This is an optimization exercise on Yosys and OpenROAD, whose aim is small area, not a production implementation. The RTL was checked by simulation tests, not by an equivalence proof against the original design. Power is estimated from default activity; no workload was simulated.

==> flow/design.v (excerpt) <==
module bridge_chip (
	input  logic        osc_o,
	input  logic        rst_n,
	input  logic        psel,
	input  logic        penable,
	input  logic        pwrite,
	input  logic [19:0] paddr,
	input  logic [31:0] pwdata,
	output logic        pready,
	output logic [31:0] prdata,
	input  logic        rx_cmd_valid,
	input  logic [15:0] rx_word_count,
	input  logic [1:0]  rx_vc,
	input  logic [5:0]  rx_data_type,
	output logic        tx_cmd_req,
	output logic [15:0] tx_word_count,
	output logic [1:0]  tx_vc,
	output logic [5:0]  tx_data_type,
	input  logic        tx_cmd_ack,
	input  logic        lcd_reset,
	input  logic        dphy_rdy,
	output logic        panel_rst,
	output logic        pstart,
	output logic        link_rst_n
);
clock: 5.0 ns
lec_check: 0
cap_margin: 20
core_margin: 2
core_utilization: 70
slew_margin: 20
standard.sh (not shown) runs the stock make flow with config.mk's settings and CLKGATE_MAP_FILE= SYNTH_SCRIPT=/design/flow/synth_recipe.tcl, a recipe that flattens the netlist after the stock synthesis.
==> flow/flow/run.sh <==
#!/bin/bash
# Standard ORFS layout with three changes:
#  - synthesis maps logic with an area-oriented ABC script (two passes) (registers are
#    untouched: same dfflibmap step, names and cell types as standard synthesis)
#  - ports are buffered with buf_1 instead of the default delay buffer
#  - CTS inserts no dummy loads and builds its tree from clkbuf_8 with
#    clusters of up to 16 sinks
# Every tool's output goes to a log in this folder (and ORFS keeps its own
# per-step logs under orfs/logs).
set -euo pipefail
here=$(pwd)
rm -rf "$here/scripts_local"
cp -r "$FLOW_HOME/scripts" "$here/scripts_local"
cp "$here/flow/abc_area_nf.script" "$here/scripts_local/abc_speed.script"
export SCRIPTS_DIR="$here/scripts_local"
export BUFFER_PORTS_ARGS="-buffer_cell sky130_fd_sc_hd__buf_1"
export CTS_ARGS="-sink_clustering_enable -repair_clock_nets -dont_use_dummy_load -buf_list sky130_fd_sc_hd__clkbuf_8 -sink_clustering_size 16 -sink_clustering_max_diameter 60"
bash standard.sh > "$here/orfs_make.log" 2>&1
==> flow/flow/abc_area_nf.script <==
strash
&get -n
&st
&dc2
&dch
&nf -R 1000
&put
strash
&get -n
&st
&dch
&nf -R 1000
&put
Change:
==> flow/flow/run.sh (replaced) <==
#!/bin/bash
# Standard ORFS layout with these changes:
#  - synthesis maps logic with an area-oriented ABC script (two passes) (registers are
#    untouched: same dfflibmap step, names and cell types as standard synthesis)
#  - ports are buffered with buf_1 instead of the default delay buffer
#  - CTS inserts no dummy loads and builds its tree from clkbuf_4 with
#    clusters of up to 10 sinks
# Every tool's output goes to a log in this folder (and ORFS keeps its own
# per-step logs under orfs/logs).
set -euo pipefail
here=$(pwd)
rm -rf "$here/scripts_local"
cp -r "$FLOW_HOME/scripts" "$here/scripts_local"
cp "$here/flow/abc_area_nf.script" "$here/scripts_local/abc_speed.script"
export SCRIPTS_DIR="$here/scripts_local"
export BUFFER_PORTS_ARGS="-buffer_cell sky130_fd_sc_hd__buf_1"
export CTS_ARGS="-sink_clustering_enable -repair_clock_nets -dont_use_dummy_load -buf_list sky130_fd_sc_hd__clkbuf_4 -sink_clustering_size 10 -sink_clustering_max_diameter 45"
bash standard.sh > "$here/orfs_make.log" 2>&1
Core utilization drops by 0.44 points.
Routed wire length drops slightly.
Area after synthesis is unchanged.
Setup slack improves by 0.035 ns.
Power drops by a few percent.

---

bridge_chip, a different RTL version from the one above (not shown whole).
Size in the first run: roughly 0.020 mm2 of cells after synthesis.
==> flow/config.mk <==
export PLATFORM = sky130hd
export DESIGN_NAME = bridge_chip
export DESIGN_NICKNAME = bridge_chip
export VERILOG_FILES = /design/flow/design.v
export SDC_FILE = /design/flow/constraint.sdc
export NUM_CORES = 4
export LEC_CHECK = 0
export CAP_MARGIN = 20
export CORE_MARGIN = 2
export CORE_UTILIZATION = 40
export SLEW_MARGIN = 20
==> flow/constraint.sdc <==
create_clock -name core_clock -period 5.0 [get_ports {osc_o}]
set_input_delay 1.0000 -clock core_clock [delete_from_list [all_inputs] [get_ports {osc_o}]]
set_output_delay 1.0000 -clock core_clock [all_outputs]
set_load 0.01 [all_outputs]
==> flow/flow/run.sh <==
#!/bin/bash
# Standard ORFS layout with three changes:
#  - synthesis maps logic with an area-oriented ABC script (registers are
#    untouched: same dfflibmap step, names and cell types as standard synthesis)
#  - ports are buffered with buf_1 instead of the default delay buffer
#  - CTS inserts no dummy loads
# Every tool's output goes to a log in this folder (and ORFS keeps its own
# per-step logs under orfs/logs).
set -euo pipefail
here=$(pwd)
rm -rf "$here/scripts_local"
cp -r "$FLOW_HOME/scripts" "$here/scripts_local"
cp "$here/flow/abc_area_nf.script" "$here/scripts_local/abc_speed.script"
export SCRIPTS_DIR="$here/scripts_local"
export BUFFER_PORTS_ARGS="-buffer_cell sky130_fd_sc_hd__buf_1"
export CTS_ARGS="-sink_clustering_enable -repair_clock_nets -dont_use_dummy_load"
bash standard.sh > "$here/orfs_make.log" 2>&1
==> flow/flow/abc_area_nf.script <==
strash
&get -n
&st
&dch
&nf -R 1000
&put
Then changed:
==> flow/run.sh (new file) <==
#!/bin/bash
# synth_recipe.tcl (not shown) runs the flow's synth.tcl, then flattens the netlist and writes it again
# the make line also repeats each setting of config.mk as NAME=value (left out here)
make -C /OpenROAD-flow-scripts/flow DESIGN_CONFIG=/design/flow/config.mk WORK_HOME=/design/flow/orfs CLKGATE_MAP_FILE= SYNTH_SCRIPT=/design/flow/synth_recipe.tcl finish
removed: flow/flow/run.sh
removed: flow/flow/abc_area_nf.script
removed: flow/standard.sh
What happened:
- The new run ran to the end with no violations
- count of clock-buffer cells in the layout increases by 20
- total power increases by 11%
- register-to-register slack gains 470 ps
- setup slack loses 470 ps
- maximum frequency decreases by 9.7%
- first-iteration DRC count increases by 15%
- clock skew decreases by 40 ps
- final area increases by 12%
- worst hold slack loses 4.3 ps

---

## main
Another version of the RTL of bridge_chip (not shown whole).
For scale: about 1700 cells after synthesis, ~550 flip-flops, ~150 I/O pins.
==> flow/config.mk <==
export PLATFORM = sky130hd
export DESIGN_NAME = bridge_chip
export DESIGN_NICKNAME = bridge_chip
export VERILOG_FILES = /design/flow/design.v
export SDC_FILE = /design/flow/constraint.sdc
export NUM_CORES = 4
export LEC_CHECK = 0
export CAP_MARGIN = 20
export CORE_MARGIN = 2
export CORE_UTILIZATION = 60
export SLEW_MARGIN = 20
==> flow/constraint.sdc <==
create_clock -name core_clock -period 5.0 [get_ports {osc_o}]
set_input_delay 1.0000 -clock core_clock [delete_from_list [all_inputs] [get_ports {osc_o}]]
set_output_delay 1.0000 -clock core_clock [all_outputs]
set_load 0.01 [all_outputs]
==> flow/flow/run.sh <==
#!/bin/bash
# Standard ORFS layout with three changes:
#  - synthesis maps logic with an area-oriented ABC script (registers are
#    untouched: same dfflibmap step, names and cell types as standard synthesis)
#  - ports are buffered with buf_1 instead of the default delay buffer
#  - CTS inserts no dummy loads and builds its tree from clkbuf_8 with
#    clusters of up to 20 sinks
# Every tool's output goes to a log in this folder (and ORFS keeps its own
# per-step logs under orfs/logs).
set -euo pipefail
here=$(pwd)
rm -rf "$here/scripts_local"
cp -r "$FLOW_HOME/scripts" "$here/scripts_local"
cp "$here/flow/abc_area_nf.script" "$here/scripts_local/abc_speed.script"
export SCRIPTS_DIR="$here/scripts_local"
export BUFFER_PORTS_ARGS="-buffer_cell sky130_fd_sc_hd__buf_1"
export CTS_ARGS="-sink_clustering_enable -repair_clock_nets -dont_use_dummy_load -buf_list sky130_fd_sc_hd__clkbuf_8 -sink_clustering_size 20 -sink_clustering_max_diameter 60"
bash standard.sh > "$here/orfs_make.log" 2>&1
==> flow/flow/abc_area_nf.script <==
strash
&get -n
&st
&dc2
&dch
&nf -R 1000
&put
The following lists how the feature branch was set up differently from main:
# main
export LEC_CHECK = 0
export CAP_MARGIN = 20
export CORE_MARGIN = 2
export CORE_UTILIZATION = 60
export SLEW_MARGIN = 20
create_clock -name core_clock -period 5.0 [get_ports {osc_o}]
# the feature branch
export LEC_CHECK = 0
export CAP_MARGIN = 20
export CORE_MARGIN = 2
export CORE_UTILIZATION = 70
export SLEW_MARGIN = 20
create_clock -name core_clock -period 5.0 [get_ports {osc_o}]
==> flow/flow/run.sh <==
#!/bin/bash
# Standard ORFS layout with three changes:
#  - synthesis maps logic with an area-oriented ABC script (two passes) (registers are
#    untouched: same dfflibmap step, names and cell types as standard synthesis)
#  - ports are buffered with buf_1 instead of the default delay buffer
#  - CTS inserts no dummy loads and builds its tree from clkbuf_8 with
#    clusters of up to 16 sinks
# Every tool's output goes to a log in this folder (and ORFS keeps its own
# per-step logs under orfs/logs).
set -euo pipefail
here=$(pwd)
rm -rf "$here/scripts_local"
cp -r "$FLOW_HOME/scripts" "$here/scripts_local"
cp "$here/flow/abc_area_nf.script" "$here/scripts_local/abc_speed.script"
export SCRIPTS_DIR="$here/scripts_local"
export BUFFER_PORTS_ARGS="-buffer_cell sky130_fd_sc_hd__buf_1"
export CTS_ARGS="-sink_clustering_enable -repair_clock_nets -dont_use_dummy_load -buf_list sky130_fd_sc_hd__clkbuf_8 -sink_clustering_size 16 -sink_clustering_max_diameter 60"
bash standard.sh > "$here/orfs_make.log" 2>&1
==> flow/flow/abc_area_nf.script <==
strash
&get -n
&st
&dc2
&dch
&nf -R 1000
&put
strash
&get -n
&st
&dch
&nf -R 1000
&put
[summary]
Of main and the feature branch, the lower total power belongs to main. The share of the synthesized area in compound gates (AO/OA/AOI/OAI) was comparable across main and the feature branch. Final design area excluding fillers for the feature branch: about 0.5% down relative to main. The final reports for the feature branch and main show total routed wirelength lower in the former. Comparing main and the feature branch, met1 demand-to-capacity share in global routing is lower on main. The feature branch vs main: cell area after synthesis down. Sequential share of layout area (higher): the feature branch. From main to the feature branch the numbers moved as follows: initial antenna violation count rose 1, synthesized cell count fell 12, fmax rose about 2.8%. Between main and the feature branch, the difference in signed area change from the synthesized netlist to the final layout is negligible.

---

## P
bridge_chip, a different RTL version from the one above (not shown whole).
For scale: about 1,100 cells after synthesis, ~550 flip-flops.
Settings: LEC_CHECK=0, CAP_MARGIN=20, CORE_MARGIN=2, CORE_UTILIZATION=60, SLEW_MARGIN=20; clock period 5.0 ns.
==> flow/flow/run.sh <==
#!/bin/bash
# Standard ORFS layout with three changes:
#  - synthesis maps logic with an area-oriented ABC script (registers are
#    untouched: same dfflibmap step, names and cell types as standard synthesis)
#  - ports are buffered with buf_1 instead of the default delay buffer
#  - CTS inserts no dummy loads and builds its tree from clkbuf_8 with
#    clusters of up to 20 sinks
# Every tool's output goes to a log in this folder (and ORFS keeps its own
# per-step logs under orfs/logs).
set -euo pipefail
here=$(pwd)
rm -rf "$here/scripts_local"
cp -r "$FLOW_HOME/scripts" "$here/scripts_local"
cp "$here/flow/abc_area_nf.script" "$here/scripts_local/abc_speed.script"
export SCRIPTS_DIR="$here/scripts_local"
export BUFFER_PORTS_ARGS="-buffer_cell sky130_fd_sc_hd__buf_1"
export CTS_ARGS="-sink_clustering_enable -repair_clock_nets -dont_use_dummy_load -buf_list sky130_fd_sc_hd__clkbuf_8 -sink_clustering_size 20 -sink_clustering_max_diameter 60"
bash standard.sh > "$here/orfs_make.log" 2>&1
==> flow/flow/abc_area_nf.script <==
strash
&get -n
&st
&dc2
&dch
&nf -R 1000
&put
P completed end to end with timing, DRC and antenna clean.
Modified inputs, Q compared to P
diff --git a/flow/flow/run.sh b/flow/flow/run.sh
--- a/flow/flow/run.sh
+++ b/flow/flow/run.sh
@@ -1,3 +1,3 @@
 #!/bin/bash
-# Standard ORFS layout with three changes:
+# Standard ORFS layout with these changes:
 #  - synthesis maps logic with an area-oriented ABC script (registers are
@@ -7,2 +7,4 @@
 #    clusters of up to 20 sinks
+#  - after global routing, gates off the critical paths are downsized
+#    (ORFS's RECOVER_POWER step)
 # Every tool's output goes to a log in this folder (and ORFS keeps its own
@@ -17,2 +19,3 @@
 export CTS_ARGS="-sink_clustering_enable -repair_clock_nets -dont_use_dummy_load -buf_list sky130_fd_sc_hd__clkbuf_8 -sink_clustering_size 20 -sink_clustering_max_diameter 60"
+export RECOVER_POWER=100
 bash standard.sh > "$here/orfs_make.log" 2>&1
Results
Every stage of Q finished as expected; the final checks, on the other hand, flagged capacitance limit, slew limit, which means the layout fails. Q falls short of P in highest clock rate. The wire length was comparable across Q and P. Diff Q..P | die area | unchanged. As far as share of synthesized flip-flops with an asynchronous set or reset goes, P and Q are indistinguishable; the numbers are identical. In the tables for Q and P, cell area reads higher with P.

==> re-timing with driven ports <==
In the flow no input, the clock included, has a driving cell. The finished layouts below were timed again as built, in two steps. Step 1, drivers: a clkbuf_16 drives osc_o and a buf_2 each remaining input, both assumed. Step 2 also shifts input and output timing later by t, the mid clock arrival at the registers, as if the neighbouring blocks saw the same clock. a / b / c = ideal / step 1 / step 2; a / b = the first two.
run | t (ns) | slack for setup (ns) | worst hold slack (ns) | worst data-port slew with drivers (ns) | cell pins on the clock port's net
the first run of note 1 | 0.612 | 0.524 / 0.501 / 0.501 | 0.324 / 0.324 / 0.324 | 0.07 | 1
the second run of note 1 | 0.780 | 0.559 / 0.534 / 0.534 | 0.329 / 0.308 / 0.340 | 0.08 | 1
the first run of note 2 | 0.640 | 0.644 / 0.591 / 1.204 | 0.356 / 0.356 / 0.356 | 0.05 | 1
the second run of note 2 | 0.662 | 0.178 / 0.119 / 0.781 | 0.352 / 0.352 / 0.352 | 0.05 | 1
main | 0.613 | 0.314 / 0.290 / 0.290 | 0.308 / 0.308 / 0.308 | 0.07 | 1
the feature branch | 0.609 | 0.440 / 0.416 / 0.416 | 0.302 / 0.302 / 0.302 | 0.08 | 1
P | 0.603 | 0.563 / 0.540 / 0.540 | 0.385 / 0.385 / 0.385 | 0.03 | 1
Q | 0.598 | 0.379 / 0.407 / -0.191 | 0.376 / 0.376 / 0.376 | 0.03 | 1
The setup slack of Q, which loses most, moves by +0.028 ns with the drivers and by -0.570 ns with both steps.
